This is an optimization exercise on Yosys and OpenROAD, whose aim is small area and a short achievable clock period, not a production implementation.
Function was checked by simulation only, so behaviour that the tests miss may differ from the original.

--- design/flow/config.mk ---
export PLATFORM = sky130hd
export DESIGN_NAME = enigma_ir_top
export DESIGN_NICKNAME = enigma_ir_top
export VERILOG_FILES = /design/flow/design.v
export SDC_FILE = /design/flow/constraint.sdc
export NUM_CORES = 4
export LEC_CHECK = 0
export CAP_MARGIN = 20
export CORE_MARGIN = 2
export CORE_UTILIZATION = 40
export SLEW_MARGIN = 20
export SYNTH_MEMORY_MAX_BITS = 8192
--- design/flow/constraint.sdc ---
create_clock -name core_clock -period 27.0 [get_ports {clk_100_passthrough}]
set_input_delay 5.4000 -clock core_clock [delete_from_list [all_inputs] [get_ports {clk_100_passthrough}]]
set_output_delay 5.4000 -clock core_clock [all_outputs]
set_load 0.01 [all_outputs]
--- design/flow/design.v ---
`timescale 1ns/1ps
module ir_pulse_timer (
  input  logic       clk_100_passthrough,
  input  logic       rst_n,
  input  logic       ir_line,
  output logic       pulse_edge,
  output logic       pulse_level,
  output logic       pw_ge40,
  output logic       pw_gt100,
  output logic       pw_ge120,
  output logic       idle_ge320
);
  logic       sync_1;
  logic       sync_2;
  logic       line_d;
  logic [8:0] cnt;
  always_ff @(posedge clk_100_passthrough or negedge rst_n) begin
    if (!rst_n) begin
      sync_1      <= 1'b0;
      sync_2      <= 1'b0;
      line_d      <= 1'b0;
      cnt         <= '0;
      pulse_edge  <= 1'b0;
      pulse_level <= 1'b0;
      pw_ge40     <= 1'b0;
      pw_gt100    <= 1'b0;
      pw_ge120    <= 1'b0;
    end else begin
      sync_1     <= ir_line;
      sync_2     <= sync_1;
      line_d     <= sync_2;
      pulse_edge <= sync_2 ^ line_d;
      if (sync_2 != line_d) begin
        pulse_level <= line_d;
        pw_ge40     <= (cnt >= 9'd40);
        pw_gt100    <= (cnt > 9'd100);
        pw_ge120    <= (cnt >= 9'd120);
        cnt         <= 9'd1;
      end else if (cnt != 9'h1ff) begin
        cnt <= cnt + 9'd1;
      end
    end
  end
  assign idle_ge320 = (cnt >= 9'd320);
endmodule
`timescale 1ns/1ps
module ir_frame_fsm (
  input  logic       clk_100_passthrough,
  input  logic       rst_n,
  input  logic       pulse_edge,
  input  logic       pulse_level,
  input  logic       pw_ge40,
  input  logic       pw_gt100,
  input  logic       pw_ge120,
  input  logic       idle_ge320,
  output logic       letter_valid,
  output logic [4:0] letter,
  output logic       err_valid,
  output logic [1:0] err_code
);
  localparam logic [1:0] err_none    = 2'd0;
  localparam logic [1:0] err_timing  = 2'd1;
  localparam logic [1:0] err_timeout = 2'd2;
  localparam logic [1:0] err_range   = 2'd3;
  localparam logic [2:0] st_idle        = 3'd0;
  localparam logic [2:0] st_start_mark  = 3'd1;
  localparam logic [2:0] st_start_space = 3'd2;
  localparam logic [2:0] st_bit_mark    = 3'd3;
  localparam logic [2:0] st_bit_space   = 3'd4;
  localparam logic [2:0] st_stop_mark   = 3'd5;
  logic [2:0] state;
  logic [2:0] state_d;
  logic [2:0] bit_cnt;
  logic [2:0] bit_cnt_d;
  logic [4:0] shreg;
  logic       shreg_en;
  logic [4:0] code_d;
  logic       in_sync;
  logic       in_sync_d;
  logic       fire_letter;
  logic       fire_err;
  logic [1:0] err_d;
  always_comb begin
    state_d     = state;
    bit_cnt_d   = bit_cnt;
    shreg_en    = 1'b0;
    in_sync_d   = in_sync;
    fire_letter = 1'b0;
    fire_err    = 1'b0;
    err_d       = err_none;
    code_d      = {shreg[3:0], pw_ge40};
    if (state != st_idle && !pulse_edge && idle_ge320) begin
      fire_err = 1'b1;
      err_d    = err_timeout;
    end else if (pulse_edge) begin
      case (state)
        st_idle: begin
          if (!pulse_level && (in_sync || pw_gt100)) begin
            state_d   = st_start_mark;
            in_sync_d = 1'b1;
          end
        end
        st_start_mark: begin
          if (pw_ge120) begin
            state_d = st_start_space;
          end else begin
            fire_err = 1'b1;
            err_d    = err_timing;
          end
        end
        st_start_space: begin
          if (pw_ge40 && !pw_gt100) begin
            state_d   = st_bit_mark;
            bit_cnt_d = '0;
          end else begin
            fire_err = 1'b1;
            err_d    = err_timing;
          end
        end
        st_bit_mark: begin
          if (!pw_ge40) begin
            state_d = st_bit_space;
          end else begin
            fire_err = 1'b1;
            err_d    = err_timing;
          end
        end
        st_bit_space: begin
          if (pw_gt100) begin
            fire_err = 1'b1;
            err_d    = err_timing;
          end else begin
            shreg_en = 1'b1;
            if (bit_cnt == 3'd4) begin
              if (code_d > 5'd25) begin
                fire_err = 1'b1;
                err_d    = err_range;
              end else begin
                fire_letter = 1'b1;
                state_d     = st_stop_mark;
              end
            end else begin
              bit_cnt_d = bit_cnt + 3'd1;
              state_d   = st_bit_mark;
            end
          end
        end
        st_stop_mark: begin
          if (!pw_ge40) begin
            state_d = st_idle;
          end else begin
            fire_err = 1'b1;
            err_d    = err_timing;
          end
        end
        default: state_d = st_idle;
      endcase
    end
    if (fire_err) begin
      state_d   = st_idle;
      in_sync_d = 1'b0;
    end
  end
  always_ff @(posedge clk_100_passthrough or negedge rst_n) begin
    if (!rst_n) begin
      state        <= st_idle;
      bit_cnt      <= '0;
      in_sync      <= 1'b1;
      letter_valid <= 1'b0;
      err_valid    <= 1'b0;
      err_code     <= err_none;
    end else begin
      state        <= state_d;
      bit_cnt      <= bit_cnt_d;
      in_sync      <= in_sync_d;
      letter_valid <= fire_letter;
      err_valid    <= fire_err;
      err_code     <= err_d;
    end
  end
  always_ff @(posedge clk_100_passthrough) begin
    if (shreg_en) begin
      shreg <= code_d;
    end
  end
  assign letter = shreg;
endmodule
`timescale 1ns/1ps
module enigma_rotor_core (
  input  logic        clk_100_passthrough,
  input  logic        rst_n,
  input  logic        rotor_load,
  input  logic [14:0] rotor_start,
  input  logic        letter_valid,
  input  logic [4:0]  letter,
  output logic        cipher_valid,
  output logic [4:0]  cipher_letter
);
  logic [4:0] q0, q1, q2;
  logic [4:0] p0, p1, p2;
  logic [4:0] nq0, nq1, nq2;
  logic [4:0] c0, c1, c2;
  logic [4:0] lq0, lq1, lq2;
  logic [4:0] mid;
  logic [4:0] mid_d;
  logic [4:0] out_d;
  logic       s1_valid;
  function automatic logic [4:0] r3_fwd(input logic [5:0] s);
    case (s)
      6'd0: r3_fwd = 5'd1;
      6'd1: r3_fwd = 5'd3;
      6'd2: r3_fwd = 5'd5;
      6'd3: r3_fwd = 5'd7;
      6'd4: r3_fwd = 5'd9;
      6'd5: r3_fwd = 5'd11;
      6'd6: r3_fwd = 5'd2;
      6'd7: r3_fwd = 5'd15;
      6'd8: r3_fwd = 5'd17;
      6'd9: r3_fwd = 5'd19;
      6'd10: r3_fwd = 5'd23;
      6'd11: r3_fwd = 5'd21;
      6'd12: r3_fwd = 5'd25;
      6'd13: r3_fwd = 5'd13;
      6'd14: r3_fwd = 5'd24;
      6'd15: r3_fwd = 5'd4;
      6'd16: r3_fwd = 5'd8;
      6'd17: r3_fwd = 5'd22;
      6'd18: r3_fwd = 5'd6;
      6'd19: r3_fwd = 5'd0;
      6'd20: r3_fwd = 5'd10;
      6'd21: r3_fwd = 5'd12;
      6'd22: r3_fwd = 5'd20;
      6'd23: r3_fwd = 5'd18;
      6'd24: r3_fwd = 5'd16;
      6'd25: r3_fwd = 5'd14;
      6'd26: r3_fwd = 5'd1;
      6'd27: r3_fwd = 5'd3;
      6'd28: r3_fwd = 5'd5;
      6'd29: r3_fwd = 5'd7;
      6'd30: r3_fwd = 5'd9;
      6'd31: r3_fwd = 5'd11;
      6'd32: r3_fwd = 5'd2;
      6'd33: r3_fwd = 5'd15;
      6'd34: r3_fwd = 5'd17;
      6'd35: r3_fwd = 5'd19;
      6'd36: r3_fwd = 5'd23;
      6'd37: r3_fwd = 5'd21;
      6'd38: r3_fwd = 5'd25;
      6'd39: r3_fwd = 5'd13;
      6'd40: r3_fwd = 5'd24;
      6'd41: r3_fwd = 5'd4;
      6'd42: r3_fwd = 5'd8;
      6'd43: r3_fwd = 5'd22;
      6'd44: r3_fwd = 5'd6;
      6'd45: r3_fwd = 5'd0;
      6'd46: r3_fwd = 5'd10;
      6'd47: r3_fwd = 5'd12;
      6'd48: r3_fwd = 5'd20;
      6'd49: r3_fwd = 5'd18;
      6'd50: r3_fwd = 5'd16;
      6'd51: r3_fwd = 5'd14;
      6'd52: r3_fwd = 5'd1;
      6'd53: r3_fwd = 5'd3;
      6'd54: r3_fwd = 5'd5;
      6'd55: r3_fwd = 5'd7;
      6'd56: r3_fwd = 5'd9;
      6'd57: r3_fwd = 5'd11;
      6'd58: r3_fwd = 5'd2;
      6'd59: r3_fwd = 5'd15;
      6'd60: r3_fwd = 5'd17;
      6'd61: r3_fwd = 5'd19;
      6'd62: r3_fwd = 5'd23;
      6'd63: r3_fwd = 5'd21;
      default: r3_fwd = 5'd0;
    endcase
  endfunction
  function automatic logic [4:0] r2_fwd(input logic [5:0] s);
    case (s)
      6'd0: r2_fwd = 5'd0;
      6'd1: r2_fwd = 5'd9;
      6'd2: r2_fwd = 5'd3;
      6'd3: r2_fwd = 5'd10;
      6'd4: r2_fwd = 5'd18;
      6'd5: r2_fwd = 5'd8;
      6'd6: r2_fwd = 5'd17;
      6'd7: r2_fwd = 5'd20;
      6'd8: r2_fwd = 5'd23;
      6'd9: r2_fwd = 5'd1;
      6'd10: r2_fwd = 5'd11;
      6'd11: r2_fwd = 5'd7;
      6'd12: r2_fwd = 5'd22;
      6'd13: r2_fwd = 5'd19;
      6'd14: r2_fwd = 5'd12;
      6'd15: r2_fwd = 5'd2;
      6'd16: r2_fwd = 5'd16;
      6'd17: r2_fwd = 5'd6;
      6'd18: r2_fwd = 5'd25;
      6'd19: r2_fwd = 5'd13;
      6'd20: r2_fwd = 5'd15;
      6'd21: r2_fwd = 5'd24;
      6'd22: r2_fwd = 5'd5;
      6'd23: r2_fwd = 5'd21;
      6'd24: r2_fwd = 5'd14;
      6'd25: r2_fwd = 5'd4;
      6'd26: r2_fwd = 5'd0;
      6'd27: r2_fwd = 5'd9;
      6'd28: r2_fwd = 5'd3;
      6'd29: r2_fwd = 5'd10;
      6'd30: r2_fwd = 5'd18;
      6'd31: r2_fwd = 5'd8;
      6'd32: r2_fwd = 5'd17;
      6'd33: r2_fwd = 5'd20;
      6'd34: r2_fwd = 5'd23;
      6'd35: r2_fwd = 5'd1;
      6'd36: r2_fwd = 5'd11;
      6'd37: r2_fwd = 5'd7;
      6'd38: r2_fwd = 5'd22;
      6'd39: r2_fwd = 5'd19;
      6'd40: r2_fwd = 5'd12;
      6'd41: r2_fwd = 5'd2;
      6'd42: r2_fwd = 5'd16;
      6'd43: r2_fwd = 5'd6;
      6'd44: r2_fwd = 5'd25;
      6'd45: r2_fwd = 5'd13;
      6'd46: r2_fwd = 5'd15;
      6'd47: r2_fwd = 5'd24;
      6'd48: r2_fwd = 5'd5;
      6'd49: r2_fwd = 5'd21;
      6'd50: r2_fwd = 5'd14;
      6'd51: r2_fwd = 5'd4;
      6'd52: r2_fwd = 5'd0;
      6'd53: r2_fwd = 5'd9;
      6'd54: r2_fwd = 5'd3;
      6'd55: r2_fwd = 5'd10;
      6'd56: r2_fwd = 5'd18;
      6'd57: r2_fwd = 5'd8;
      6'd58: r2_fwd = 5'd17;
      6'd59: r2_fwd = 5'd20;
      6'd60: r2_fwd = 5'd23;
      6'd61: r2_fwd = 5'd1;
      6'd62: r2_fwd = 5'd11;
      6'd63: r2_fwd = 5'd7;
      default: r2_fwd = 5'd0;
    endcase
  endfunction
  function automatic logic [4:0] r1_fwd(input logic [5:0] s);
    case (s)
      6'd0: r1_fwd = 5'd4;
      6'd1: r1_fwd = 5'd10;
      6'd2: r1_fwd = 5'd12;
      6'd3: r1_fwd = 5'd5;
      6'd4: r1_fwd = 5'd11;
      6'd5: r1_fwd = 5'd6;
      6'd6: r1_fwd = 5'd3;
      6'd7: r1_fwd = 5'd16;
      6'd8: r1_fwd = 5'd21;
      6'd9: r1_fwd = 5'd25;
      6'd10: r1_fwd = 5'd13;
      6'd11: r1_fwd = 5'd19;
      6'd12: r1_fwd = 5'd14;
      6'd13: r1_fwd = 5'd22;
      6'd14: r1_fwd = 5'd24;
      6'd15: r1_fwd = 5'd7;
      6'd16: r1_fwd = 5'd23;
      6'd17: r1_fwd = 5'd20;
      6'd18: r1_fwd = 5'd18;
      6'd19: r1_fwd = 5'd15;
      6'd20: r1_fwd = 5'd0;
      6'd21: r1_fwd = 5'd8;
      6'd22: r1_fwd = 5'd1;
      6'd23: r1_fwd = 5'd17;
      6'd24: r1_fwd = 5'd2;
      6'd25: r1_fwd = 5'd9;
      6'd26: r1_fwd = 5'd4;
      6'd27: r1_fwd = 5'd10;
      6'd28: r1_fwd = 5'd12;
      6'd29: r1_fwd = 5'd5;
      6'd30: r1_fwd = 5'd11;
      6'd31: r1_fwd = 5'd6;
      6'd32: r1_fwd = 5'd3;
      6'd33: r1_fwd = 5'd16;
      6'd34: r1_fwd = 5'd21;
      6'd35: r1_fwd = 5'd25;
      6'd36: r1_fwd = 5'd13;
      6'd37: r1_fwd = 5'd19;
      6'd38: r1_fwd = 5'd14;
      6'd39: r1_fwd = 5'd22;
      6'd40: r1_fwd = 5'd24;
      6'd41: r1_fwd = 5'd7;
      6'd42: r1_fwd = 5'd23;
      6'd43: r1_fwd = 5'd20;
      6'd44: r1_fwd = 5'd18;
      6'd45: r1_fwd = 5'd15;
      6'd46: r1_fwd = 5'd0;
      6'd47: r1_fwd = 5'd8;
      6'd48: r1_fwd = 5'd1;
      6'd49: r1_fwd = 5'd17;
      6'd50: r1_fwd = 5'd2;
      6'd51: r1_fwd = 5'd9;
      6'd52: r1_fwd = 5'd4;
      6'd53: r1_fwd = 5'd10;
      6'd54: r1_fwd = 5'd12;
      6'd55: r1_fwd = 5'd5;
      6'd56: r1_fwd = 5'd11;
      6'd57: r1_fwd = 5'd6;
      6'd58: r1_fwd = 5'd3;
      6'd59: r1_fwd = 5'd16;
      6'd60: r1_fwd = 5'd21;
      6'd61: r1_fwd = 5'd25;
      6'd62: r1_fwd = 5'd13;
      6'd63: r1_fwd = 5'd19;
      default: r1_fwd = 5'd0;
    endcase
  endfunction
  function automatic logic [4:0] refl(input logic [5:0] s);
    case (s)
      6'd0: refl = 5'd24;
      6'd1: refl = 5'd17;
      6'd2: refl = 5'd20;
      6'd3: refl = 5'd7;
      6'd4: refl = 5'd16;
      6'd5: refl = 5'd18;
      6'd6: refl = 5'd11;
      6'd7: refl = 5'd3;
      6'd8: refl = 5'd15;
      6'd9: refl = 5'd23;
      6'd10: refl = 5'd13;
      6'd11: refl = 5'd6;
      6'd12: refl = 5'd14;
      6'd13: refl = 5'd10;
      6'd14: refl = 5'd12;
      6'd15: refl = 5'd8;
      6'd16: refl = 5'd4;
      6'd17: refl = 5'd1;
      6'd18: refl = 5'd5;
      6'd19: refl = 5'd25;
      6'd20: refl = 5'd2;
      6'd21: refl = 5'd22;
      6'd22: refl = 5'd21;
      6'd23: refl = 5'd9;
      6'd24: refl = 5'd0;
      6'd25: refl = 5'd19;
      6'd26: refl = 5'd24;
      6'd27: refl = 5'd17;
      6'd28: refl = 5'd20;
      6'd29: refl = 5'd7;
      6'd30: refl = 5'd16;
      6'd31: refl = 5'd18;
      6'd32: refl = 5'd11;
      6'd33: refl = 5'd3;
      6'd34: refl = 5'd15;
      6'd35: refl = 5'd23;
      6'd36: refl = 5'd13;
      6'd37: refl = 5'd6;
      6'd38: refl = 5'd14;
      6'd39: refl = 5'd10;
      6'd40: refl = 5'd12;
      6'd41: refl = 5'd8;
      6'd42: refl = 5'd4;
      6'd43: refl = 5'd1;
      6'd44: refl = 5'd5;
      6'd45: refl = 5'd25;
      6'd46: refl = 5'd2;
      6'd47: refl = 5'd22;
      6'd48: refl = 5'd21;
      6'd49: refl = 5'd9;
      6'd50: refl = 5'd0;
      6'd51: refl = 5'd19;
      6'd52: refl = 5'd24;
      6'd53: refl = 5'd17;
      6'd54: refl = 5'd20;
      6'd55: refl = 5'd7;
      6'd56: refl = 5'd16;
      6'd57: refl = 5'd18;
      6'd58: refl = 5'd11;
      6'd59: refl = 5'd3;
      6'd60: refl = 5'd15;
      6'd61: refl = 5'd23;
      6'd62: refl = 5'd13;
      6'd63: refl = 5'd6;
      default: refl = 5'd0;
    endcase
  endfunction
  function automatic logic [4:0] r1_inv(input logic [5:0] s);
    case (s)
      6'd0: r1_inv = 5'd20;
      6'd1: r1_inv = 5'd22;
      6'd2: r1_inv = 5'd24;
      6'd3: r1_inv = 5'd6;
      6'd4: r1_inv = 5'd0;
      6'd5: r1_inv = 5'd3;
      6'd6: r1_inv = 5'd5;
      6'd7: r1_inv = 5'd15;
      6'd8: r1_inv = 5'd21;
      6'd9: r1_inv = 5'd25;
      6'd10: r1_inv = 5'd1;
      6'd11: r1_inv = 5'd4;
      6'd12: r1_inv = 5'd2;
      6'd13: r1_inv = 5'd10;
      6'd14: r1_inv = 5'd12;
      6'd15: r1_inv = 5'd19;
      6'd16: r1_inv = 5'd7;
      6'd17: r1_inv = 5'd23;
      6'd18: r1_inv = 5'd18;
      6'd19: r1_inv = 5'd11;
      6'd20: r1_inv = 5'd17;
      6'd21: r1_inv = 5'd8;
      6'd22: r1_inv = 5'd13;
      6'd23: r1_inv = 5'd16;
      6'd24: r1_inv = 5'd14;
      6'd25: r1_inv = 5'd9;
      6'd26: r1_inv = 5'd20;
      6'd27: r1_inv = 5'd22;
      6'd28: r1_inv = 5'd24;
      6'd29: r1_inv = 5'd6;
      6'd30: r1_inv = 5'd0;
      6'd31: r1_inv = 5'd3;
      6'd32: r1_inv = 5'd5;
      6'd33: r1_inv = 5'd15;
      6'd34: r1_inv = 5'd21;
      6'd35: r1_inv = 5'd25;
      6'd36: r1_inv = 5'd1;
      6'd37: r1_inv = 5'd4;
      6'd38: r1_inv = 5'd2;
      6'd39: r1_inv = 5'd10;
      6'd40: r1_inv = 5'd12;
      6'd41: r1_inv = 5'd19;
      6'd42: r1_inv = 5'd7;
      6'd43: r1_inv = 5'd23;
      6'd44: r1_inv = 5'd18;
      6'd45: r1_inv = 5'd11;
      6'd46: r1_inv = 5'd17;
      6'd47: r1_inv = 5'd8;
      6'd48: r1_inv = 5'd13;
      6'd49: r1_inv = 5'd16;
      6'd50: r1_inv = 5'd14;
      6'd51: r1_inv = 5'd9;
      6'd52: r1_inv = 5'd20;
      6'd53: r1_inv = 5'd22;
      6'd54: r1_inv = 5'd24;
      6'd55: r1_inv = 5'd6;
      6'd56: r1_inv = 5'd0;
      6'd57: r1_inv = 5'd3;
      6'd58: r1_inv = 5'd5;
      6'd59: r1_inv = 5'd15;
      6'd60: r1_inv = 5'd21;
      6'd61: r1_inv = 5'd25;
      6'd62: r1_inv = 5'd1;
      6'd63: r1_inv = 5'd4;
      default: r1_inv = 5'd0;
    endcase
  endfunction
  function automatic logic [4:0] r2_inv(input logic [5:0] s);
    case (s)
      6'd0: r2_inv = 5'd0;
      6'd1: r2_inv = 5'd9;
      6'd2: r2_inv = 5'd15;
      6'd3: r2_inv = 5'd2;
      6'd4: r2_inv = 5'd25;
      6'd5: r2_inv = 5'd22;
      6'd6: r2_inv = 5'd17;
      6'd7: r2_inv = 5'd11;
      6'd8: r2_inv = 5'd5;
      6'd9: r2_inv = 5'd1;
      6'd10: r2_inv = 5'd3;
      6'd11: r2_inv = 5'd10;
      6'd12: r2_inv = 5'd14;
      6'd13: r2_inv = 5'd19;
      6'd14: r2_inv = 5'd24;
      6'd15: r2_inv = 5'd20;
      6'd16: r2_inv = 5'd16;
      6'd17: r2_inv = 5'd6;
      6'd18: r2_inv = 5'd4;
      6'd19: r2_inv = 5'd13;
      6'd20: r2_inv = 5'd7;
      6'd21: r2_inv = 5'd23;
      6'd22: r2_inv = 5'd12;
      6'd23: r2_inv = 5'd8;
      6'd24: r2_inv = 5'd21;
      6'd25: r2_inv = 5'd18;
      6'd26: r2_inv = 5'd0;
      6'd27: r2_inv = 5'd9;
      6'd28: r2_inv = 5'd15;
      6'd29: r2_inv = 5'd2;
      6'd30: r2_inv = 5'd25;
      6'd31: r2_inv = 5'd22;
      6'd32: r2_inv = 5'd17;
      6'd33: r2_inv = 5'd11;
      6'd34: r2_inv = 5'd5;
      6'd35: r2_inv = 5'd1;
      6'd36: r2_inv = 5'd3;
      6'd37: r2_inv = 5'd10;
      6'd38: r2_inv = 5'd14;
      6'd39: r2_inv = 5'd19;
      6'd40: r2_inv = 5'd24;
      6'd41: r2_inv = 5'd20;
      6'd42: r2_inv = 5'd16;
      6'd43: r2_inv = 5'd6;
      6'd44: r2_inv = 5'd4;
      6'd45: r2_inv = 5'd13;
      6'd46: r2_inv = 5'd7;
      6'd47: r2_inv = 5'd23;
      6'd48: r2_inv = 5'd12;
      6'd49: r2_inv = 5'd8;
      6'd50: r2_inv = 5'd21;
      6'd51: r2_inv = 5'd18;
      6'd52: r2_inv = 5'd0;
      6'd53: r2_inv = 5'd9;
      6'd54: r2_inv = 5'd15;
      6'd55: r2_inv = 5'd2;
      6'd56: r2_inv = 5'd25;
      6'd57: r2_inv = 5'd22;
      6'd58: r2_inv = 5'd17;
      6'd59: r2_inv = 5'd11;
      6'd60: r2_inv = 5'd5;
      6'd61: r2_inv = 5'd1;
      6'd62: r2_inv = 5'd3;
      6'd63: r2_inv = 5'd10;
      default: r2_inv = 5'd0;
    endcase
  endfunction
  function automatic logic [4:0] r3_inv(input logic [5:0] s);
    case (s)
      6'd0: r3_inv = 5'd19;
      6'd1: r3_inv = 5'd0;
      6'd2: r3_inv = 5'd6;
      6'd3: r3_inv = 5'd1;
      6'd4: r3_inv = 5'd15;
      6'd5: r3_inv = 5'd2;
      6'd6: r3_inv = 5'd18;
      6'd7: r3_inv = 5'd3;
      6'd8: r3_inv = 5'd16;
      6'd9: r3_inv = 5'd4;
      6'd10: r3_inv = 5'd20;
      6'd11: r3_inv = 5'd5;
      6'd12: r3_inv = 5'd21;
      6'd13: r3_inv = 5'd13;
      6'd14: r3_inv = 5'd25;
      6'd15: r3_inv = 5'd7;
      6'd16: r3_inv = 5'd24;
      6'd17: r3_inv = 5'd8;
      6'd18: r3_inv = 5'd23;
      6'd19: r3_inv = 5'd9;
      6'd20: r3_inv = 5'd22;
      6'd21: r3_inv = 5'd11;
      6'd22: r3_inv = 5'd17;
      6'd23: r3_inv = 5'd10;
      6'd24: r3_inv = 5'd14;
      6'd25: r3_inv = 5'd12;
      6'd26: r3_inv = 5'd19;
      6'd27: r3_inv = 5'd0;
      6'd28: r3_inv = 5'd6;
      6'd29: r3_inv = 5'd1;
      6'd30: r3_inv = 5'd15;
      6'd31: r3_inv = 5'd2;
      6'd32: r3_inv = 5'd18;
      6'd33: r3_inv = 5'd3;
      6'd34: r3_inv = 5'd16;
      6'd35: r3_inv = 5'd4;
      6'd36: r3_inv = 5'd20;
      6'd37: r3_inv = 5'd5;
      6'd38: r3_inv = 5'd21;
      6'd39: r3_inv = 5'd13;
      6'd40: r3_inv = 5'd25;
      6'd41: r3_inv = 5'd7;
      6'd42: r3_inv = 5'd24;
      6'd43: r3_inv = 5'd8;
      6'd44: r3_inv = 5'd23;
      6'd45: r3_inv = 5'd9;
      6'd46: r3_inv = 5'd22;
      6'd47: r3_inv = 5'd11;
      6'd48: r3_inv = 5'd17;
      6'd49: r3_inv = 5'd10;
      6'd50: r3_inv = 5'd14;
      6'd51: r3_inv = 5'd12;
      6'd52: r3_inv = 5'd19;
      6'd53: r3_inv = 5'd0;
      6'd54: r3_inv = 5'd6;
      6'd55: r3_inv = 5'd1;
      6'd56: r3_inv = 5'd15;
      6'd57: r3_inv = 5'd2;
      6'd58: r3_inv = 5'd18;
      6'd59: r3_inv = 5'd3;
      6'd60: r3_inv = 5'd16;
      6'd61: r3_inv = 5'd4;
      6'd62: r3_inv = 5'd20;
      6'd63: r3_inv = 5'd5;
      default: r3_inv = 5'd0;
    endcase
  endfunction
  function automatic logic [4:0] sub26(input logic [4:0] a, input logic [4:0] b);
    logic [5:0] d;
    d = {1'b0, a} - {1'b0, b};
    if (d[5]) begin
      d = d + 6'd26;
    end
    sub26 = d[4:0];
  endfunction
  function automatic logic [4:0] inc26(input logic [4:0] a);
    inc26 = (a == 5'd25) ? 5'd0 : a + 5'd1;
  endfunction
  always_comb begin
    nq0 = inc26(q0);
    nq1 = (q0 == 5'd21) ? inc26(q1) : q1;
    nq2 = (q0 == 5'd21 && q1 == 5'd4) ? inc26(q2) : q2;
  end
  always_comb begin
    c0  = (rotor_start[4:0]   > 5'd25) ? 5'd0 : rotor_start[4:0];
    c1  = (rotor_start[9:5]   > 5'd25) ? 5'd0 : rotor_start[9:5];
    c2  = (rotor_start[14:10] > 5'd25) ? 5'd0 : rotor_start[14:10];
    lq0 = inc26(c0);
    lq1 = (c0 == 5'd21) ? inc26(c1) : c1;
    lq2 = (c0 == 5'd21 && c1 == 5'd4) ? inc26(c2) : c2;
  end
  always_comb begin
    logic [4:0] y;
    y     = r3_fwd({1'b0, letter} + {1'b0, q0});
    y     = r2_fwd({1'b0, y} + {1'b0, sub26(q1, q0)});
    y     = r1_fwd({1'b0, y} + {1'b0, sub26(q2, q1)});
    mid_d = refl({1'b0, y} + {1'b0, sub26(5'd0, q2)});
  end
  always_comb begin
    logic [4:0] y;
    y     = r1_inv({1'b0, mid} + {1'b0, p2});
    y     = r2_inv({1'b0, y} + {1'b0, sub26(p1, p2)});
    y     = r3_inv({1'b0, y} + {1'b0, sub26(p0, p1)});
    out_d = sub26(y, p0);
  end
  always_ff @(posedge clk_100_passthrough or negedge rst_n) begin
    if (!rst_n) begin
      q0           <= 5'd1;
      q1           <= 5'd0;
      q2           <= 5'd0;
      s1_valid     <= 1'b0;
      cipher_valid <= 1'b0;
    end else begin
      cipher_valid <= s1_valid;
      if (rotor_load) begin
        q0       <= lq0;
        q1       <= lq1;
        q2       <= lq2;
        s1_valid <= 1'b0;
      end else if (letter_valid) begin
        q0       <= nq0;
        q1       <= nq1;
        q2       <= nq2;
        s1_valid <= 1'b1;
      end else begin
        s1_valid <= 1'b0;
      end
    end
  end
  always_ff @(posedge clk_100_passthrough) begin
    p0            <= q0;
    p1            <= q1;
    p2            <= q2;
    mid           <= mid_d;
    cipher_letter <= out_d;
  end
endmodule
`timescale 1ns/1ps
module letter_buffer (
  input  logic        clk_100_passthrough,
  input  logic        rst_n,
  input  logic        cipher_valid,
  input  logic [4:0]  cipher_letter,
  input  logic [9:0]  rd_addr,
  output logic [4:0]  rd_data,
  output logic [10:0] letter_count
);
  logic [4:0] mem [0:255];
  logic [7:0] wr_addr;
  always_ff @(posedge clk_100_passthrough) begin
    if (cipher_valid) begin
      mem[wr_addr] <= cipher_letter;
    end
    rd_data <= mem[rd_addr[7:0]];
  end
  always_ff @(posedge clk_100_passthrough or negedge rst_n) begin
    if (!rst_n) begin
      wr_addr <= '0;
    end else if (cipher_valid) begin
      wr_addr <= wr_addr + 8'd1;
    end
  end
  assign letter_count = {3'b000, wr_addr};
endmodule
`timescale 1ns/1ps
module enigma_ir_top (
  input  logic        clk_100_passthrough,
  input  logic        rst_n,
  input  logic        ir_line,
  input  logic        rotor_load,
  input  logic [14:0] rotor_start,
  input  logic [9:0]  rd_addr,
  output logic        cipher_valid,
  output logic [4:0]  cipher_letter,
  output logic        err_valid,
  output logic [1:0]  err_code,
  output logic [10:0] letter_count,
  output logic [4:0]  rd_data
);
  logic        pulse_edge;
  logic        pulse_level;
  logic        pw_ge40;
  logic        pw_gt100;
  logic        pw_ge120;
  logic        idle_ge320;
  logic        letter_valid;
  logic [4:0]  letter;
  ir_pulse_timer u_timer (
    .clk_100_passthrough (clk_100_passthrough),
    .rst_n               (rst_n),
    .ir_line             (ir_line),
    .pulse_edge          (pulse_edge),
    .pulse_level         (pulse_level),
    .pw_ge40             (pw_ge40),
    .pw_gt100            (pw_gt100),
    .pw_ge120            (pw_ge120),
    .idle_ge320          (idle_ge320)
  );
  ir_frame_fsm u_frame (
    .clk_100_passthrough (clk_100_passthrough),
    .rst_n               (rst_n),
    .pulse_edge          (pulse_edge),
    .pulse_level         (pulse_level),
    .pw_ge40             (pw_ge40),
    .pw_gt100            (pw_gt100),
    .pw_ge120            (pw_ge120),
    .idle_ge320          (idle_ge320),
    .letter_valid        (letter_valid),
    .letter              (letter),
    .err_valid           (err_valid),
    .err_code            (err_code)
  );
  enigma_rotor_core u_core (
    .clk_100_passthrough (clk_100_passthrough),
    .rst_n               (rst_n),
    .rotor_load          (rotor_load),
    .rotor_start         (rotor_start),
    .letter_valid        (letter_valid),
    .letter              (letter),
    .cipher_valid        (cipher_valid),
    .cipher_letter       (cipher_letter)
  );
  letter_buffer u_buffer (
    .clk_100_passthrough (clk_100_passthrough),
    .rst_n               (rst_n),
    .cipher_valid        (cipher_valid),
    .cipher_letter       (cipher_letter),
    .rd_addr             (rd_addr),
    .rd_data             (rd_data),
    .letter_count        (letter_count)
  );
endmodule
--- design/flow/run.sh ---
#!/bin/bash
# synth_recipe.tcl (not shown) runs the flow's synth.tcl, then flattens the netlist and writes it again
# the make line also repeats each setting of config.mk as NAME=value (left out here)
make -C /OpenROAD-flow-scripts/flow DESIGN_CONFIG=/design/flow/config.mk WORK_HOME=/design/flow/orfs CLKGATE_MAP_FILE= SYNTH_SCRIPT=/design/flow/synth_recipe.tcl finish
==> results of run 1 <==
cells in the final DEF, fill, tap and decap left out, drive strengths merged, types with 11 or more instances in the layout:
cell,instances
edfxtp,1285
nor2,402
mux4,283
nand2,203
clkbuf,177
ha,138
a21oi,137
o21ai,124
mux2i,121
inv,96
nand3,79
buf,75
a22oi,72
clkinv,69
nor3,51
dfrtp,51
a31oi,48
xnor2,48
a211oi,47
clkdlybuf4s50,42
xor2,40
nor2b,40
a21o,37
o22ai,32
dfxtp,30
o221ai,28
nand2b,25
o211ai,25
and2,21
nand4,20
a221oi,19
mux2,18
and3,15
o31ai,12
fa,12
bufinv,11
worst max-delay path, delay by kind of cell, from the launching register on:
kind                       cells  cell delay, ns
and+or+nand+nor                5            0.84
muxes                          1            0.48
xor gates and xnor gates       1            0.81
buffers and inverters          3            0.64
DFF                            1            0.43
AOI/OAI and AO/OA             11            1.89
adders and majority gates     11            4.87
synth_stat cells (all sizes together) (10+ instances only):
cell | instances | area (um^2)
o21ai | 124 | 621
o31ai | 12 | 90.1
and3 | 15 | 93.8
or3 | 10 | 62.6
a221oi | 19 | 166
buf | 77 | 493
fa | 12 | 240
o21a | 10 | 75.1
nand2 | 203 | 764
nand4 | 20 | 125
a22o | 10 | 87.6
mux2i | 121 | 1210
ha | 138 | 1730
dfxtp | 30 | 601
clkbuf | 150 | 563
a31oi | 48 | 300
nand3 | 79 | 395
a211oi | 47 | 358
nand2b | 25 | 156
and2 | 21 | 131
o2111ai | 10 | 87.6
o211ai | 25 | 188
o221ai | 28 | 245
nor3 | 51 | 255
xor2 | 40 | 350
edfxtp | 1285 | 38600
xnor2 | 48 | 420
nor2b | 40 | 250
a22oi | 72 | 541
dfrtp | 51 | 1280
o22ai | 32 | 200
inv | 92 | 345
a21oi | 137 | 686
a21o | 37 | 278
mux4 | 283 | 6370
mux2 | 18 | 203
nor2 | 402 | 1510
cell families (layout without fill, tap and decap cells):
logic type / Yosys count / after routing
buffers and inverters: 319 / 474
xor gates and xnor gates: 88 / 88
DFF: 1368 / 1368
AOI/OAI and AO/OA: 691 / 691
and+or+nand+nor: 902 / 902
adders and majority gates: 151 / 151
muxes: 422 / 422
other: 1 / 4
final cells by class:
class,instances,share of cell area (%)
clock buffer,176,5.52
tap,2030,3.71
timing repair buffer,118,1.52
multi-input combinational,2257,28.1
inverter,92,0.505
antenna,1,0.00366
sequential,1368,59.2
clock inverter,88,1.40
per-stage QoR:
step / cell area (um^2) / hold slack, ns / util, % / instances
2_1_floorplan: 61100 / 0.331 / - / 3944
3_3_place_gp: 63700 / 0.335 / 41.9 / 5863
3_5_place_dp: 63700 / 0.348 / 41.9 / 5863
4_1_cts: 68400 / 0.381 / 45.0 / 6127
5_1_grt: 68400 / 0.393 / 45.1 / 6129
6_report: 68400 / 0.376 / 45.1 / 6130
final timing paths:
| path | start | depth (start not counted) | slack, ns | end |
|---|---|---|---|---|
| max | u_frame.shreg[0]$_DFFE_PP_ | 32 | 16.90 | u_core.mid[3]$_DFF_P_ |
| min | u_timer.sync_1$_DFF_PN0_ | 0 | 0.38 | u_timer.sync_2$_DFF_PN0_ |
| max reg2reg | u_frame.shreg[0]$_DFFE_PP_ | 32 | 16.90 | u_core.mid[3]$_DFF_P_ |
| min reg2reg | u_timer.sync_1$_DFF_PN0_ | 0 | 0.38 | u_timer.sync_2$_DFF_PN0_ |
| max in group asynchronous | rst_n | 2 | 21.66 | u_core.q1[2]$_DFFE_PN0P_ |
| min in group asynchronous | rst_n | 2 | 4.74 | u_buffer.wr_addr[0]$_DFFE_PN0P_ |
routing by layer:
metal  vias to the layer above  global-route usage (%)
li1                      15686                       -
met1                     18085                    27.4
met2                      1232                    30.1
met3                       180                    2.81
met4                         0                    4.68
met5                         -                       0
==> results.toml, run 1 <==
[die]
rows = 143
boundaryPins = 54
die_h_um = 395
core-area_um2 = 152000
die-area_um2 = 156000
start_util_pct = 40.2
die_x_um = 395

[clock_network]
path_clk_slew_ns = 0.06
htreeDepth = 4
cts_tree = "built"
cts.sinks = 1368
clockBufferDepth = 3
cts-resized-gates = 0
cts_root_buf = "clkbuf_16"
post_cts_buffers = 0
cts_buffers = 145
clock_latency_ns = 0.80
ctsHoldBuffers = 0

[sta]
fin_skew_ns = 0.0431
tightest_slew_ns = 1.20
rsz0062_at_grt = "false"
setup_violations = 0
min_period_ns = 10.10
drv_slew = 0
min_period_over_period_pct = 37.4
finalSetupTns_ns = 0
timing.fmax_ghz = 0.0990
final-hold-violation-count = 0
slew_headroom_pct = 20.2
layout_setup_ws_ns = 16.90

[placement]
io_buffers = 48
place_hpwl_mm = 90.6
place.gp.congestion = 0.851
dp_worst_setup_slack_ns = 16.69

[critical_path]
criticalPathCategory = "reg2reg"
worstSetupStartpointType = "flop"
crit_arrival_ns = 10.74
required_ns = 27.64
critPathMostFrequentCell = "ha_1"
cpMaxStageDelayCell = "fa_1"
worstSetupEndpointType = "flop"
crit_path_max_fanout = 13
slowest_delay_ns = 0.84

[logic_synthesis]
synth-xor-area-share_pct = 1.26
synth_top_family_by_area = "multiplexers"
synthAdderAreaFrac_pct = 3.23
synth_edf_count = 1285
yosys_warnings = 4
synth.distinct_cells = 78
async_reset_ff_share_pct = 3.87
syn-instance-count = 3942
yosys_most_used_dff = "edfxtp_1"
yosys_register_bits = 1368
yosysSeqAreaShare_pct = 66.3
avgSynthCellArea_um2 = 15.5
synth_compound_area_share_pct = 7.60
synth_mux_area_share_pct = 12.7
synth-simple-area-share_pct = 6.57
syn-cell-area_um2 = 61100

[global_routing]
grt_pass1_wl_mm = 223
grt_overflow = 0
track_usage_pct = 18.9
antenna_found_initial = 6
grt_max_degree = 209
grt_pass1_vias = 34676

[route]
vias = 35183
met1_length_mm = 65.8
post-route-drc-count = 0
drt-pass1-iter-count = 6
antenna_left = 0
met3_wirelength_mm = 9.33
vias_per_cell = 5.74
highest_layer = "met4"
wirelength_mm = 149
drtIter0Drc = 3462
wl_met2_mm = 70.8
wl_per_cell_um = 24.2

[run]
maxCapViolCount = 0

[layout]
drive_gt1_share_pct = 14.8
multi_input_area_um2 = 19300
seq_area_um2 = 40500
nets = 4161
fill_cells = 13104
largest_register = "u_buffer.mem"
syn_to_final_growth_pct = 12.0
top_regs = "u_buffer.mem (1280), u_timer.cnt (9), u_buffer.wr_addr (8)"
largest_reg_flops = 1280

[run_status]
status = "timing/DRC/antenna clean"

[hold_path]
hp-class = "reg2reg"
==> inputs of run 2 (changes only) <==
--- a/design/flow/design.v
+++ b/design/flow/design.v
@@ -199,3 +199,3 @@
   logic [4:0] q0, q1, q2;
-  logic [4:0] p0, p1, p2;
+  logic [4:0] d10, d21;
   logic [4:0] nq0, nq1, nq2;
@@ -260,15 +260,15 @@
       6'd50: r3_fwd = 5'd16;
-      6'd51: r3_fwd = 5'd14;
-      6'd52: r3_fwd = 5'd1;
-      6'd53: r3_fwd = 5'd3;
-      6'd54: r3_fwd = 5'd5;
-      6'd55: r3_fwd = 5'd7;
-      6'd56: r3_fwd = 5'd9;
-      6'd57: r3_fwd = 5'd11;
-      6'd58: r3_fwd = 5'd2;
-      6'd59: r3_fwd = 5'd15;
-      6'd60: r3_fwd = 5'd17;
-      6'd61: r3_fwd = 5'd19;
-      6'd62: r3_fwd = 5'd23;
-      6'd63: r3_fwd = 5'd21;
+      6'd51: r3_fwd = 5'd16;
+      6'd52: r3_fwd = 5'd20;
+      6'd53: r3_fwd = 5'd18;
+      6'd54: r3_fwd = 5'd16;
+      6'd55: r3_fwd = 5'd16;
+      6'd56: r3_fwd = 5'd20;
+      6'd57: r3_fwd = 5'd18;
+      6'd58: r3_fwd = 5'd16;
+      6'd59: r3_fwd = 5'd16;
+      6'd60: r3_fwd = 5'd20;
+      6'd61: r3_fwd = 5'd18;
+      6'd62: r3_fwd = 5'd16;
+      6'd63: r3_fwd = 5'd16;
       default: r3_fwd = 5'd0;
@@ -329,15 +329,15 @@
       6'd50: r2_fwd = 5'd14;
-      6'd51: r2_fwd = 5'd4;
-      6'd52: r2_fwd = 5'd0;
-      6'd53: r2_fwd = 5'd9;
-      6'd54: r2_fwd = 5'd3;
-      6'd55: r2_fwd = 5'd10;
-      6'd56: r2_fwd = 5'd18;
-      6'd57: r2_fwd = 5'd8;
-      6'd58: r2_fwd = 5'd17;
-      6'd59: r2_fwd = 5'd20;
-      6'd60: r2_fwd = 5'd23;
-      6'd61: r2_fwd = 5'd1;
-      6'd62: r2_fwd = 5'd11;
-      6'd63: r2_fwd = 5'd7;
+      6'd51: r2_fwd = 5'd14;
+      6'd52: r2_fwd = 5'd5;
+      6'd53: r2_fwd = 5'd21;
+      6'd54: r2_fwd = 5'd14;
+      6'd55: r2_fwd = 5'd14;
+      6'd56: r2_fwd = 5'd5;
+      6'd57: r2_fwd = 5'd21;
+      6'd58: r2_fwd = 5'd14;
+      6'd59: r2_fwd = 5'd14;
+      6'd60: r2_fwd = 5'd5;
+      6'd61: r2_fwd = 5'd21;
+      6'd62: r2_fwd = 5'd14;
+      6'd63: r2_fwd = 5'd14;
       default: r2_fwd = 5'd0;
@@ -398,15 +398,15 @@
       6'd50: r1_fwd = 5'd2;
-      6'd51: r1_fwd = 5'd9;
-      6'd52: r1_fwd = 5'd4;
-      6'd53: r1_fwd = 5'd10;
-      6'd54: r1_fwd = 5'd12;
-      6'd55: r1_fwd = 5'd5;
-      6'd56: r1_fwd = 5'd11;
-      6'd57: r1_fwd = 5'd6;
-      6'd58: r1_fwd = 5'd3;
-      6'd59: r1_fwd = 5'd16;
-      6'd60: r1_fwd = 5'd21;
-      6'd61: r1_fwd = 5'd25;
-      6'd62: r1_fwd = 5'd13;
-      6'd63: r1_fwd = 5'd19;
+      6'd51: r1_fwd = 5'd2;
+      6'd52: r1_fwd = 5'd1;
+      6'd53: r1_fwd = 5'd17;
+      6'd54: r1_fwd = 5'd2;
+      6'd55: r1_fwd = 5'd2;
+      6'd56: r1_fwd = 5'd1;
+      6'd57: r1_fwd = 5'd17;
+      6'd58: r1_fwd = 5'd2;
+      6'd59: r1_fwd = 5'd2;
+      6'd60: r1_fwd = 5'd1;
+      6'd61: r1_fwd = 5'd17;
+      6'd62: r1_fwd = 5'd2;
+      6'd63: r1_fwd = 5'd2;
       default: r1_fwd = 5'd0;
@@ -442,40 +442,40 @@
       6'd25: refl = 5'd19;
-      6'd26: refl = 5'd24;
-      6'd27: refl = 5'd17;
-      6'd28: refl = 5'd20;
-      6'd29: refl = 5'd7;
-      6'd30: refl = 5'd16;
-      6'd31: refl = 5'd18;
-      6'd32: refl = 5'd11;
-      6'd33: refl = 5'd3;
-      6'd34: refl = 5'd15;
-      6'd35: refl = 5'd23;
-      6'd36: refl = 5'd13;
-      6'd37: refl = 5'd6;
-      6'd38: refl = 5'd14;
-      6'd39: refl = 5'd10;
-      6'd40: refl = 5'd12;
-      6'd41: refl = 5'd8;
-      6'd42: refl = 5'd4;
-      6'd43: refl = 5'd1;
-      6'd44: refl = 5'd5;
-      6'd45: refl = 5'd25;
-      6'd46: refl = 5'd2;
-      6'd47: refl = 5'd22;
-      6'd48: refl = 5'd21;
-      6'd49: refl = 5'd9;
-      6'd50: refl = 5'd0;
-      6'd51: refl = 5'd19;
-      6'd52: refl = 5'd24;
-      6'd53: refl = 5'd17;
-      6'd54: refl = 5'd20;
-      6'd55: refl = 5'd7;
-      6'd56: refl = 5'd16;
-      6'd57: refl = 5'd18;
-      6'd58: refl = 5'd11;
-      6'd59: refl = 5'd3;
-      6'd60: refl = 5'd15;
-      6'd61: refl = 5'd23;
-      6'd62: refl = 5'd13;
-      6'd63: refl = 5'd6;
+      6'd26: refl = 5'd0;
+      6'd27: refl = 5'd19;
+      6'd28: refl = 5'd0;
+      6'd29: refl = 5'd19;
+      6'd30: refl = 5'd0;
+      6'd31: refl = 5'd19;
+      6'd32: refl = 5'd17;
+      6'd33: refl = 5'd17;
+      6'd34: refl = 5'd17;
+      6'd35: refl = 5'd17;
+      6'd36: refl = 5'd17;
+      6'd37: refl = 5'd17;
+      6'd38: refl = 5'd17;
+      6'd39: refl = 5'd17;
+      6'd40: refl = 5'd20;
+      6'd41: refl = 5'd7;
+      6'd42: refl = 5'd16;
+      6'd43: refl = 5'd18;
+      6'd44: refl = 5'd11;
+      6'd45: refl = 5'd3;
+      6'd46: refl = 5'd15;
+      6'd47: refl = 5'd23;
+      6'd48: refl = 5'd13;
+      6'd49: refl = 5'd6;
+      6'd50: refl = 5'd14;
+      6'd51: refl = 5'd10;
+      6'd52: refl = 5'd12;
+      6'd53: refl = 5'd8;
+      6'd54: refl = 5'd4;
+      6'd55: refl = 5'd1;
+      6'd56: refl = 5'd5;
+      6'd57: refl = 5'd25;
+      6'd58: refl = 5'd2;
+      6'd59: refl = 5'd22;
+      6'd60: refl = 5'd21;
+      6'd61: refl = 5'd9;
+      6'd62: refl = 5'd0;
+      6'd63: refl = 5'd19;
       default: refl = 5'd0;
@@ -536,15 +536,15 @@
       6'd50: r1_inv = 5'd14;
-      6'd51: r1_inv = 5'd9;
-      6'd52: r1_inv = 5'd20;
-      6'd53: r1_inv = 5'd22;
-      6'd54: r1_inv = 5'd24;
-      6'd55: r1_inv = 5'd6;
-      6'd56: r1_inv = 5'd0;
-      6'd57: r1_inv = 5'd3;
-      6'd58: r1_inv = 5'd5;
-      6'd59: r1_inv = 5'd15;
-      6'd60: r1_inv = 5'd21;
-      6'd61: r1_inv = 5'd25;
-      6'd62: r1_inv = 5'd1;
-      6'd63: r1_inv = 5'd4;
+      6'd51: r1_inv = 5'd14;
+      6'd52: r1_inv = 5'd13;
+      6'd53: r1_inv = 5'd16;
+      6'd54: r1_inv = 5'd14;
+      6'd55: r1_inv = 5'd14;
+      6'd56: r1_inv = 5'd13;
+      6'd57: r1_inv = 5'd16;
+      6'd58: r1_inv = 5'd14;
+      6'd59: r1_inv = 5'd14;
+      6'd60: r1_inv = 5'd13;
+      6'd61: r1_inv = 5'd16;
+      6'd62: r1_inv = 5'd14;
+      6'd63: r1_inv = 5'd14;
       default: r1_inv = 5'd0;
@@ -580,40 +580,40 @@
       6'd25: r2_inv = 5'd18;
-      6'd26: r2_inv = 5'd0;
-      6'd27: r2_inv = 5'd9;
-      6'd28: r2_inv = 5'd15;
-      6'd29: r2_inv = 5'd2;
-      6'd30: r2_inv = 5'd25;
-      6'd31: r2_inv = 5'd22;
-      6'd32: r2_inv = 5'd17;
-      6'd33: r2_inv = 5'd11;
-      6'd34: r2_inv = 5'd5;
-      6'd35: r2_inv = 5'd1;
-      6'd36: r2_inv = 5'd3;
-      6'd37: r2_inv = 5'd10;
-      6'd38: r2_inv = 5'd14;
-      6'd39: r2_inv = 5'd19;
-      6'd40: r2_inv = 5'd24;
-      6'd41: r2_inv = 5'd20;
-      6'd42: r2_inv = 5'd16;
-      6'd43: r2_inv = 5'd6;
-      6'd44: r2_inv = 5'd4;
-      6'd45: r2_inv = 5'd13;
-      6'd46: r2_inv = 5'd7;
-      6'd47: r2_inv = 5'd23;
-      6'd48: r2_inv = 5'd12;
-      6'd49: r2_inv = 5'd8;
-      6'd50: r2_inv = 5'd21;
-      6'd51: r2_inv = 5'd18;
-      6'd52: r2_inv = 5'd0;
-      6'd53: r2_inv = 5'd9;
-      6'd54: r2_inv = 5'd15;
-      6'd55: r2_inv = 5'd2;
-      6'd56: r2_inv = 5'd25;
-      6'd57: r2_inv = 5'd22;
-      6'd58: r2_inv = 5'd17;
-      6'd59: r2_inv = 5'd11;
-      6'd60: r2_inv = 5'd5;
-      6'd61: r2_inv = 5'd1;
-      6'd62: r2_inv = 5'd3;
-      6'd63: r2_inv = 5'd10;
+      6'd26: r2_inv = 5'd21;
+      6'd27: r2_inv = 5'd18;
+      6'd28: r2_inv = 5'd21;
+      6'd29: r2_inv = 5'd18;
+      6'd30: r2_inv = 5'd21;
+      6'd31: r2_inv = 5'd18;
+      6'd32: r2_inv = 5'd9;
+      6'd33: r2_inv = 5'd9;
+      6'd34: r2_inv = 5'd9;
+      6'd35: r2_inv = 5'd9;
+      6'd36: r2_inv = 5'd9;
+      6'd37: r2_inv = 5'd9;
+      6'd38: r2_inv = 5'd9;
+      6'd39: r2_inv = 5'd9;
+      6'd40: r2_inv = 5'd15;
+      6'd41: r2_inv = 5'd2;
+      6'd42: r2_inv = 5'd25;
+      6'd43: r2_inv = 5'd22;
+      6'd44: r2_inv = 5'd17;
+      6'd45: r2_inv = 5'd11;
+      6'd46: r2_inv = 5'd5;
+      6'd47: r2_inv = 5'd1;
+      6'd48: r2_inv = 5'd3;
+      6'd49: r2_inv = 5'd10;
+      6'd50: r2_inv = 5'd14;
+      6'd51: r2_inv = 5'd19;
+      6'd52: r2_inv = 5'd24;
+      6'd53: r2_inv = 5'd20;
+      6'd54: r2_inv = 5'd16;
+      6'd55: r2_inv = 5'd6;
+      6'd56: r2_inv = 5'd4;
+      6'd57: r2_inv = 5'd13;
+      6'd58: r2_inv = 5'd7;
+      6'd59: r2_inv = 5'd23;
+      6'd60: r2_inv = 5'd12;
+      6'd61: r2_inv = 5'd8;
+      6'd62: r2_inv = 5'd21;
+      6'd63: r2_inv = 5'd18;
       default: r2_inv = 5'd0;
@@ -649,40 +649,40 @@
       6'd25: r3_inv = 5'd12;
-      6'd26: r3_inv = 5'd19;
-      6'd27: r3_inv = 5'd0;
-      6'd28: r3_inv = 5'd6;
-      6'd29: r3_inv = 5'd1;
-      6'd30: r3_inv = 5'd15;
-      6'd31: r3_inv = 5'd2;
-      6'd32: r3_inv = 5'd18;
-      6'd33: r3_inv = 5'd3;
-      6'd34: r3_inv = 5'd16;
-      6'd35: r3_inv = 5'd4;
-      6'd36: r3_inv = 5'd20;
-      6'd37: r3_inv = 5'd5;
-      6'd38: r3_inv = 5'd21;
-      6'd39: r3_inv = 5'd13;
-      6'd40: r3_inv = 5'd25;
-      6'd41: r3_inv = 5'd7;
-      6'd42: r3_inv = 5'd24;
-      6'd43: r3_inv = 5'd8;
-      6'd44: r3_inv = 5'd23;
-      6'd45: r3_inv = 5'd9;
-      6'd46: r3_inv = 5'd22;
-      6'd47: r3_inv = 5'd11;
-      6'd48: r3_inv = 5'd17;
-      6'd49: r3_inv = 5'd10;
-      6'd50: r3_inv = 5'd14;
-      6'd51: r3_inv = 5'd12;
-      6'd52: r3_inv = 5'd19;
-      6'd53: r3_inv = 5'd0;
-      6'd54: r3_inv = 5'd6;
-      6'd55: r3_inv = 5'd1;
-      6'd56: r3_inv = 5'd15;
-      6'd57: r3_inv = 5'd2;
-      6'd58: r3_inv = 5'd18;
-      6'd59: r3_inv = 5'd3;
-      6'd60: r3_inv = 5'd16;
-      6'd61: r3_inv = 5'd4;
-      6'd62: r3_inv = 5'd20;
-      6'd63: r3_inv = 5'd5;
+      6'd26: r3_inv = 5'd14;
+      6'd27: r3_inv = 5'd12;
+      6'd28: r3_inv = 5'd14;
+      6'd29: r3_inv = 5'd12;
+      6'd30: r3_inv = 5'd14;
+      6'd31: r3_inv = 5'd12;
+      6'd32: r3_inv = 5'd0;
+      6'd33: r3_inv = 5'd0;
+      6'd34: r3_inv = 5'd0;
+      6'd35: r3_inv = 5'd0;
+      6'd36: r3_inv = 5'd0;
+      6'd37: r3_inv = 5'd0;
+      6'd38: r3_inv = 5'd0;
+      6'd39: r3_inv = 5'd0;
+      6'd40: r3_inv = 5'd6;
+      6'd41: r3_inv = 5'd1;
+      6'd42: r3_inv = 5'd15;
+      6'd43: r3_inv = 5'd2;
+      6'd44: r3_inv = 5'd18;
+      6'd45: r3_inv = 5'd3;
+      6'd46: r3_inv = 5'd16;
+      6'd47: r3_inv = 5'd4;
+      6'd48: r3_inv = 5'd20;
+      6'd49: r3_inv = 5'd5;
+      6'd50: r3_inv = 5'd21;
+      6'd51: r3_inv = 5'd13;
+      6'd52: r3_inv = 5'd25;
+      6'd53: r3_inv = 5'd7;
+      6'd54: r3_inv = 5'd24;
+      6'd55: r3_inv = 5'd8;
+      6'd56: r3_inv = 5'd23;
+      6'd57: r3_inv = 5'd9;
+      6'd58: r3_inv = 5'd22;
+      6'd59: r3_inv = 5'd11;
+      6'd60: r3_inv = 5'd17;
+      6'd61: r3_inv = 5'd10;
+      6'd62: r3_inv = 5'd14;
+      6'd63: r3_inv = 5'd12;
       default: r3_inv = 5'd0;
@@ -715,7 +715,11 @@
   always_comb begin
+    d10 = sub26(q1, q0);
+    d21 = sub26(q2, q1);
+  end
+  always_comb begin
     logic [4:0] y;
     y     = r3_fwd({1'b0, letter} + {1'b0, q0});
-    y     = r2_fwd({1'b0, y} + {1'b0, sub26(q1, q0)});
-    y     = r1_fwd({1'b0, y} + {1'b0, sub26(q2, q1)});
-    mid_d = refl({1'b0, y} + {1'b0, sub26(5'd0, q2)});
+    y     = r2_fwd({1'b0, y} + {1'b0, d10});
+    y     = r1_fwd({1'b0, y} + {1'b0, d21});
+    mid_d = refl({1'b0, y} - {1'b0, q2});
   end
@@ -723,6 +727,6 @@
     logic [4:0] y;
-    y     = r1_inv({1'b0, mid} + {1'b0, p2});
-    y     = r2_inv({1'b0, y} + {1'b0, sub26(p1, p2)});
-    y     = r3_inv({1'b0, y} + {1'b0, sub26(p0, p1)});
-    out_d = sub26(y, p0);
+    y     = r1_inv({1'b0, mid} + {1'b0, q2});
+    y     = r2_inv({1'b0, y} - {1'b0, d21});
+    y     = r3_inv({1'b0, y} - {1'b0, d10});
+    out_d = sub26(y, q0);
   end
@@ -737,14 +741,11 @@
       cipher_valid <= s1_valid;
+      s1_valid <= letter_valid && !rotor_load;
       if (rotor_load) begin
-        q0       <= lq0;
-        q1       <= lq1;
-        q2       <= lq2;
-        s1_valid <= 1'b0;
-      end else if (letter_valid) begin
-        q0       <= nq0;
-        q1       <= nq1;
-        q2       <= nq2;
-        s1_valid <= 1'b1;
-      end else begin
-        s1_valid <= 1'b0;
+        q0 <= lq0;
+        q1 <= lq1;
+        q2 <= lq2;
+      end else if (s1_valid) begin
+        q0 <= nq0;
+        q1 <= nq1;
+        q2 <= nq2;
       end
@@ -753,5 +754,2 @@
   always_ff @(posedge clk_100_passthrough) begin
-    p0            <= q0;
-    p1            <= q1;
-    p2            <= q2;
     mid           <= mid_d;
@@ -772,2 +770,15 @@
   logic [7:0] wr_addr;
+  logic [15:0] ra_lo;
+  logic [15:0] ra_hi;
+  logic [4:0]  rd_d;
+  always_comb begin
+    for (int i = 0; i < 16; i++) begin
+      ra_lo[i] = (rd_addr[3:0] == 4'(i));
+      ra_hi[i] = (rd_addr[7:4] == 4'(i));
+    end
+    rd_d = '0;
+    for (int i = 0; i < 256; i++) begin
+      rd_d = rd_d | ({5{ra_hi[i / 16] & ra_lo[i % 16]}} & mem[i]);
+    end
+  end
   always_ff @(posedge clk_100_passthrough) begin
@@ -776,3 +787,3 @@
     end
-    rd_data <= mem[rd_addr[7:0]];
+    rd_data <= rd_d;
   end
==> design/flow/flow/run.sh (new file) <==
#!/bin/bash
# The standard layout (the standard.sh: ORFS with the standard synthesis),
# with the design's SDC unchanged. Only the repair steps aim further: the
# setup margin makes repair_timing keep improving the slowest paths until
# they have this much slack at the design's clock period.
set -euo pipefail
MARGIN=19
bash standard.sh SETUP_SLACK_MARGIN=$MARGIN finish > standard_finish.log 2>&1
test -f out/final.def
==> design/flow/standard.sh (new file) <==
#!/bin/bash
# synth_recipe.tcl (not shown) runs the flow's synth.tcl, then flattens the netlist and writes it again
# the make line also repeats each setting of config.mk as NAME=value (left out here)
make -C /OpenROAD-flow-scripts/flow DESIGN_CONFIG=/design/flow/config.mk WORK_HOME=/design/flow/orfs CLKGATE_MAP_FILE= SYNTH_SCRIPT=/design/flow/synth_recipe.tcl "${@:-finish}"
removed: design/flow/run.sh
==> results.toml, run 2 <==
[die]
core-area_um2 = 146000
die_x_um = 387
die_h_um = 387
rows = 140
boundaryPins = 54
die-area_um2 = 150000
start_util_pct = 40.3

[run_status]
status = "timing/DRC/antenna clean"

[clock_network]
ctsHoldBuffers = 0
clock_latency_ns = 0.82
htreeDepth = 4
cts.sinks = 1353
path_clk_slew_ns = 0.06
cts_buffers = 142
cts_root_buf = "clkbuf_16"
cts_tree = "built"
clockBufferDepth = 3

[layout]
nets = 4779
largest_reg_flops = 1280
drive_gt1_share_pct = 19.9
top_regs = "u_buffer.mem (1280), u_timer.cnt (9), u_buffer.wr_addr (8)"
fin_area_um2 = 71100
final_cell_mix = "1285 x edfxtp_1, 443 x nand3_1, 333 x nor2_1, 285 x buf_4, 264 x a22oi_1"
syn_to_final_growth_pct = 21.3
final_common_cell = "edfxtp_1"
largest_register = "u_buffer.mem"

[logic_synthesis]
syn-instance-count = 4357
async_reset_ff_share_pct = 3.92
yosys_most_used_dff = "edfxtp_1"
yosys_register_bits = 1353
yosysMostFrequentCell = "edfxtp_1"
yosysSeqAreaShare_pct = 68.6
synth_top_cell_by_area = "edfxtp_1"
synth_common_cells = "1285 x edfxtp_1, 450 x nand3_1, 379 x nor2_1"
synth_edf_count = 1285
yosys_warnings = 4
synth_top_area_share_pct = 65.9
synth_area_leaders = "edfxtp_1 66%, nand3_1 3.8%, a22oi_1 3.5%"
avgSynthCellArea_um2 = 13.4
syn-cell-area_um2 = 58600
synth.distinct_cells = 86

[global_routing]
grt_pass1_vias = 41958
grt_pass1_wl_mm = 376
grt_max_degree = 200
grt_overflow = 0
track_usage_pct = 37.1
antenna_found_initial = 26

[placement]
place_hpwl_mm = 182
place.gp.congestion = 1.12
post_dp_cell_area_um2 = 62200
io_buffers = 48

[critical_path]
cpMaxStageDelayCell = "nor4_2"
crit_end = "u_buffer.rd_data[1]$_DFF_P_"
crit_arrival_ns = 8.90
required_ns = 27.56
crit_path_max_fanout = 29
cp_cell_sequence = "buf_6 > clkbuf_16 > buf_4 > and4b_4 > buf_4 > a22oi_1 > o22ai_1 > nor4_2 > and4_1 > nand4_1"
crit_start = "rd_addr[2]"
critPathMostFrequentCell = "buf_4"
worstSetupEndpointType = "flop"
reg2reg_slack_ns = 19.02
r2r_cells = 33
worstSetupStartpointType = "primary input"
worstReg2RegStart = "u_core.q2[0]$_DFFE_PN0P_"
slowest_delay_ns = 0.80
r2r_end = "u_core.cipher_letter[2]$_DFF_P_"
criticalPathCategory = "in2reg"

[run]
maxCapViolCount = 0

[sta]
setup_violations = 0
finalSetupTns_ns = 0
rsz0062_at_grt = "true"
drv_slew = 0
min_period_ns = 8.34
slew_headroom_pct = 7.64
fin_skew_ns = 0.0492
timing.fmax_ghz = 0.120
final-hold-violation-count = 0
tightest_slew_ns = 1.38
min_period_over_period_pct = 30.9

[route]
drtIter0Drc = 9571
drt-pass1-iter-count = 13
wl_per_cell_um = 43.7
vias = 47980
wirelength_mm = 291
post-route-drc-count = 0
vias_per_cell = 7.20
antenna_left = 0

[hold_path]
hp-class = "reg2reg"
-- run 2: changes by cell type in the layout (fill, tap and decap cells not counted), sizes merged, moves of 89 or more --
cell / before / now
buf: 75 / 367
o22ai: 32 / 121
nand4: 20 / 117
a22oi: 72 / 275
mux2i: 121 / 18
mux4: 283 / 8
nand3: 79 / 450
-- run 2: repair_timing --
action                     in CTS  in global routing
setup endpoints to repair      15                 14
setup buffers                  78                 88
pin swaps                      54                 95
cloned                         11                 13
resized for setup             290                203
-- run 2: stage by stage --
step,hold WS (ns),std cells,setup slack (ns),utilization [%]
3_3_place_gp,0.339,6191,16.66,42.7
5_1_grt,0.356,6651,18.75,48.8
2_1_floorplan,0.331,4359,19.02,-
3_5_place_dp,0.342,6195,16.63,42.7
4_1_cts,0.354,6544,18.98,47.5
6_report,0.349,6666,18.66,48.8
-- run 2: layout make-up --
cell class                 count  area (um^2)
antenna                       17         42.5
clock buffer                 180         3740
clock inverter                80          898
fill                       12480        74500
inverter                      72          292
multi-input combinational   2621        19100
sequential                  1353        40200
tap                         1917         2400
timing repair buffer         425         4380
timing repair inverter         1         5.00
-- run 2: worst min-delay path by stage --
stage                                  start                        to  slack (ns)  depth (start not counted)
floorplan           u_timer.sync_1$_DFF_PN0_  u_timer.sync_2$_DFF_PN0_        0.33                          0
global placement    u_timer.sync_1$_DFF_PN0_  u_timer.sync_2$_DFF_PN0_        0.34                          0
detailed placement  u_timer.sync_1$_DFF_PN0_  u_timer.sync_2$_DFF_PN0_        0.34                          0
CTS                 u_timer.sync_1$_DFF_PN0_  u_timer.sync_2$_DFF_PN0_        0.35                          0
global route        u_timer.sync_1$_DFF_PN0_  u_timer.sync_2$_DFF_PN0_        0.36                          0
finish              u_timer.sync_1$_DFF_PN0_  u_timer.sync_2$_DFF_PN0_        0.35                          0
-- run 2: worst max-delay path, delay by kind of cell --
kind / cells / cell delay [ns]
buffers and inverters: 4 / 0.77
AO/OA/AOI/OAI: 2 / 0.76
AND/OR/NAND/NOR: 4 / 1.90
-- run 2: logic make-up (layout without fill, tap and decap cells) --
logic type / after synthesis / after routing / share of synthesized area [%]
buffers and inverters: 389 / 758 / 2.65
adder cells (fa/ha/maj): 135 / 135 / 3.01
AO/OA/AOI/OAI: 990 / 990 / 12.0
XOR/XNOR: 74 / 75 / 1.11
other: 1 / 20 / 0.00640
flip-flops: 1353 / 1353 / 68.6
AND/OR/NAND/NOR: 1381 / 1384 / 11.8
multiplexers: 34 / 34 / 0.769
-- run 2: layer usage --
layer | vias up | routed length (um) | global-route usage, %
li1 | 17876 | - | -
met1 | 23715 | 97500 | 45.1
met2 | 5058 | 112000 | 49.0
met3 | 1297 | 54600 | 21.1
met4 | 34 | 26800 | 26.2
met5 | - | 833 | 1.18

port drivers added, routing unchanged:
In the flow no input, the clock included, has a driving cell. The finished layouts below were timed again as built, in two steps. Step 1, drivers: a clkbuf_16 drives clk_100_passthrough and a buf_2 each remaining input, both assumed. Step 2 adds t to the input delays and takes it off the output delays; t is the mean of the earliest and latest rising clock arrival at the registers after step 1. Input paths then give back, and output paths get back, about the clock's delay inside the block. Three values: ideal, step 1, step 2; two values: the first two.
run | shift t [ns] | setup WS [ns] | worst register clock-pin slew, ns | worst data-port slew with drivers (ns) | pins driven straight from the clock port
run 1 | 0.861 | 16.898 / 16.898 / 16.876 | 0.06 / 0.06 | 0.07 | 1
run 2 | 0.886 | 18.658 / 18.718 / 17.832 | 0.07 / 0.07 | 0.08 | 1
After both steps every run listed still meets setup and hold. The setup slack of run 2, which loses most, moves by +0.060 ns with the drivers and by -0.826 ns with both steps.
